This is an optimization exercise on Yosys and OpenROAD, whose aim is small area, not a production implementation.
At most, simulation tests tie the RTL to the original design; equivalence was not proved.
Power and IR drop assume default switching activity.

==> flow/design.v (excerpt) <==
module conv_acc
(
    input  logic        clk,
    input  logic        arst_n,
    input  logic        wb_cyc,
    input  logic        wb_stb,
    input  logic        wb_we,
    input  logic [1:0]  wb_adr,
    input  logic [31:0] wb_dat_i,
    output logic        wb_ack,
    output logic [31:0] wb_dat_o
);
==> flow/config.mk <==
export PLATFORM = sky130hd
export DESIGN_NAME = conv_acc
export DESIGN_NICKNAME = conv_acc
export VERILOG_FILES = /design/flow/design.v
export SDC_FILE = /design/flow/constraint.sdc
export NUM_CORES = 4
export LEC_CHECK = 0
export CAP_MARGIN = 20
export CORE_MARGIN = 2
export CORE_UTILIZATION = 40
export CTS_BUF_LIST = sky130_fd_sc_hd__clkbuf_4
export CTS_CLUSTER_DIAMETER = 40
export CTS_CLUSTER_SIZE = 12
export SLEW_MARGIN = 20
==> flow/constraint.sdc <==
create_clock -name core_clock -period 7.0 [get_ports {clk}]
set_input_delay 1.4000 -clock core_clock [delete_from_list [all_inputs] [get_ports {clk}]]
set_output_delay 1.4000 -clock core_clock [all_outputs]
set_load 0.01 [all_outputs]
standard.sh (not shown) runs the stock make flow with config.mk's settings and CLKGATE_MAP_FILE= SYNTH_SCRIPT=/design/flow/synth_recipe.tcl, a recipe that flattens the netlist after the stock synthesis.
==> flow/flow/run.sh <==
#!/bin/bash
# The standard layout (standard.sh) with these changes:
#  - synthesis maps adders without the Kogge-Stone carry map and skips the
#    early ABC pass inside yosys synth, so the explicit adder tree is
#    extracted into full/half adder cells as written;
#  - the final ABC mapping uses an area-oriented script (flow/area.abc);
#  - ports are buffered with the smallest buffer instead of a delay buffer.
# make's full output is in flow.log, each step's in orfs/logs.
set -uo pipefail
here=$PWD
export SYNTH_OPERATIONS_ARGS="-noabc"
export BUFFER_PORTS_ARGS="-buffer_cell sky130_fd_sc_hd__buf_1"
export FLOW_SYNTH_TCL=$here/synth_recipe.tcl
export MY_ABC_SCRIPT=$here/flow/area.abc
sed "s#SYNTH_SCRIPT=[^ ]*#SYNTH_SCRIPT=$here/flow/my_synth.tcl#" standard.sh > my_standard.sh
bash my_standard.sh > flow.log 2>&1
==> flow/flow/area.abc <==
&get -n
&st
&dch
&nf -R 1000
&put
==> flow/flow/my_synth.tcl <==
# Wraps the standard flow's synthesis script; only the final ABC mapping script changes
# (area-oriented &dch/&nf mapping of the combinational logic). Registers,
# their names and cell types are left exactly as the standard synthesis.
proc abc {args} {
  set i [lsearch -exact $args -script]
  if {$i >= 0} { lset args [expr {$i + 1}] $::env(MY_ABC_SCRIPT) }
  yosys abc {*}$args
}
source $::env(FLOW_SYNTH_TCL)
The baseline finished clean.
Then changed:
--- a/flow/design.v
+++ b/flow/design.v
@@ -197,15 +197,15 @@
     assign c122       = (c92 & s93) | (c92 & p[13]) | (s93 & p[13]);
     assign s123       = c94 ^ s95 ^ p[14];
     assign c124       = (c94 & s95) | (c94 & p[14]) | (s95 & p[14]);
     assign s125       = c96 ^ p[15];
     assign c126       = c96 & p[15];
     assign row0 = {c124, c122, c120, c118, c116, c114, c112, c110, c108, c106, c104, c102, c100, c98, s97, pp_0_0};
     assign row1 = {s125, s123, s121, s119, s117, s115, s113, s111, s109, s107, s105, s103, s101, s99, p[1], p[0]};
-    logic cc0, cc1, cc10, cc11, cc12, cc2, cc3, cc4, cc5, cc6, cc7, cc8, cc9, cs0, cs1, cs10, cs11, cs12, cs13, cs14, cs15, cs2, cs3, cs4, cs5, cs6, cs7, cs8, cs9, kc0_13, kc0_14, kc0_15, kc1_13, kc1_14, kc1_15, ks0_13, ks0_14, ks0_15, ks1_13, ks1_14, ks1_15;
+    logic cc0, cc1, cc10, cc11, cc12, cc13, cc14, cc15, cc2, cc3, cc4, cc5, cc6, cc7, cc8, cc9, cs0, cs1, cs10, cs11, cs12, cs13, cs14, cs15, cs2, cs3, cs4, cs5, cs6, cs7, cs8, cs9;
     assign cs0 = pp_0_0 ^ p[0];
     assign cc0 = pp_0_0 & p[0];
     assign cs1 = s97 ^ p[1] ^ cc0;
     assign cc1 = (s97 & p[1]) | (s97 & cc0) | (p[1] & cc0);
     assign cs2 = c98 ^ s99 ^ cc1;
     assign cc2 = (c98 & s99) | (c98 & cc1) | (s99 & cc1);
     assign cs3 = c100 ^ s101 ^ cc2;
@@ -224,29 +224,20 @@
     assign cc9 = (c112 & s113) | (c112 & cc8) | (s113 & cc8);
     assign cs10 = c114 ^ s115 ^ cc9;
     assign cc10 = (c114 & s115) | (c114 & cc9) | (s115 & cc9);
     assign cs11 = c116 ^ s117 ^ cc10;
     assign cc11 = (c116 & s117) | (c116 & cc10) | (s117 & cc10);
     assign cs12 = c118 ^ s119 ^ cc11;
     assign cc12 = (c118 & s119) | (c118 & cc11) | (s119 & cc11);
-    assign ks0_13 = c120 ^ s121;
-    assign kc0_13 = c120 & s121;
-    assign ks0_14 = c122 ^ s123 ^ kc0_13;
-    assign kc0_14 = (c122 & s123) | (c122 & kc0_13) | (s123 & kc0_13);
-    assign ks0_15 = c124 ^ s125 ^ kc0_14;
-    assign kc0_15 = (c124 & s125) | (c124 & kc0_14) | (s125 & kc0_14);
-    assign ks1_13 = c120 ^ s121 ^ 1'b1;
-    assign kc1_13 = (c120 & s121) | (c120 & 1'b1) | (s121 & 1'b1);
-    assign ks1_14 = c122 ^ s123 ^ kc1_13;
-    assign kc1_14 = (c122 & s123) | (c122 & kc1_13) | (s123 & kc1_13);
-    assign ks1_15 = c124 ^ s125 ^ kc1_14;
-    assign kc1_15 = (c124 & s125) | (c124 & kc1_14) | (s125 & kc1_14);
-    assign cs13 = cc12 ? ks1_13 : ks0_13;
-    assign cs14 = cc12 ? ks1_14 : ks0_14;
-    assign cs15 = cc12 ? ks1_15 : ks0_15;
+    assign cs13 = c120 ^ s121 ^ cc12;
+    assign cc13 = (c120 & s121) | (c120 & cc12) | (s121 & cc12);
+    assign cs14 = c122 ^ s123 ^ cc13;
+    assign cc14 = (c122 & s123) | (c122 & cc13) | (s123 & cc13);
+    assign cs15 = c124 ^ s125 ^ cc14;
+    assign cc15 = (c124 & s125) | (c124 & cc14) | (s125 & cc14);
     assign result = {~cs15, cs14, cs13, cs12, cs11, cs10, cs9, cs8, cs7, cs6, cs5, cs4, cs3, cs2, cs1, cs0};
 endmodule
 module conv_acc
 (
     input  logic        clk,
     input  logic        arst_n,
     input  logic        wb_cyc,
What happened:
- With this change the flow finished but failed the layout checks on negative setup slack
- synthesized cell count decreases by 1.2%
- total power decreases by 1.2%
- utilization barely changes
- clock skew increases by 17 ps
- wire length increases by 1.7%
- clock power hardly moves
- cell count decreases by 1.1%
- cell area stays flat
- count of clock-buffer cells in the layout decreases by 2
- via count increases by 0.35%
- area after synthesis decreases by 0.39%
- first-iteration DRC count increases by 14%
- combinational power decreases by 3.5%
- maximum frequency decreases by 5.0%
The RTL of the second run of this note was laid out without a check of its function.

re-timing with driven ports:
No port has a modelled driver above. Below, the same layouts with a new extraction and two added sets of constraints. Step 1 (the two cells are an assumption about what drives the block):
set clk [get_ports {clk}]
set_driving_cell -lib_cell sky130_fd_sc_hd__clkbuf_16 $clk
set_driving_cell -lib_cell sky130_fd_sc_hd__buf_2 [delete_from_list [all_inputs] $clk]
Step 2 adds t to the input delays and takes it off the output delays; t is the mean of the earliest and latest rising clock arrival at the registers after step 1. Input paths then give back, and output paths get back, about the clock's delay inside the block. Three values: no drivers, after step 1, after step 2; two values: the first two.
run | t (ns) | setup slack, ns | worst setup path after step 2 | slew at the worst register clock pin (ns) | cell pins on the clock port's net
the first run | 0.669 | 0.347 / 0.361 / -0.308 | input to register | 0.12 / 0.12 | 1
the second run | 0.664 | -0.004 / 0.014 / -0.650 | input to register | 0.12 / 0.12 | 1
Met with ideal ports but missed after step 2: setup timing in the first run. For the first run, which loses most, drivers alone change the setup slack by +0.014 ns; drivers and shift together by -0.655 ns.
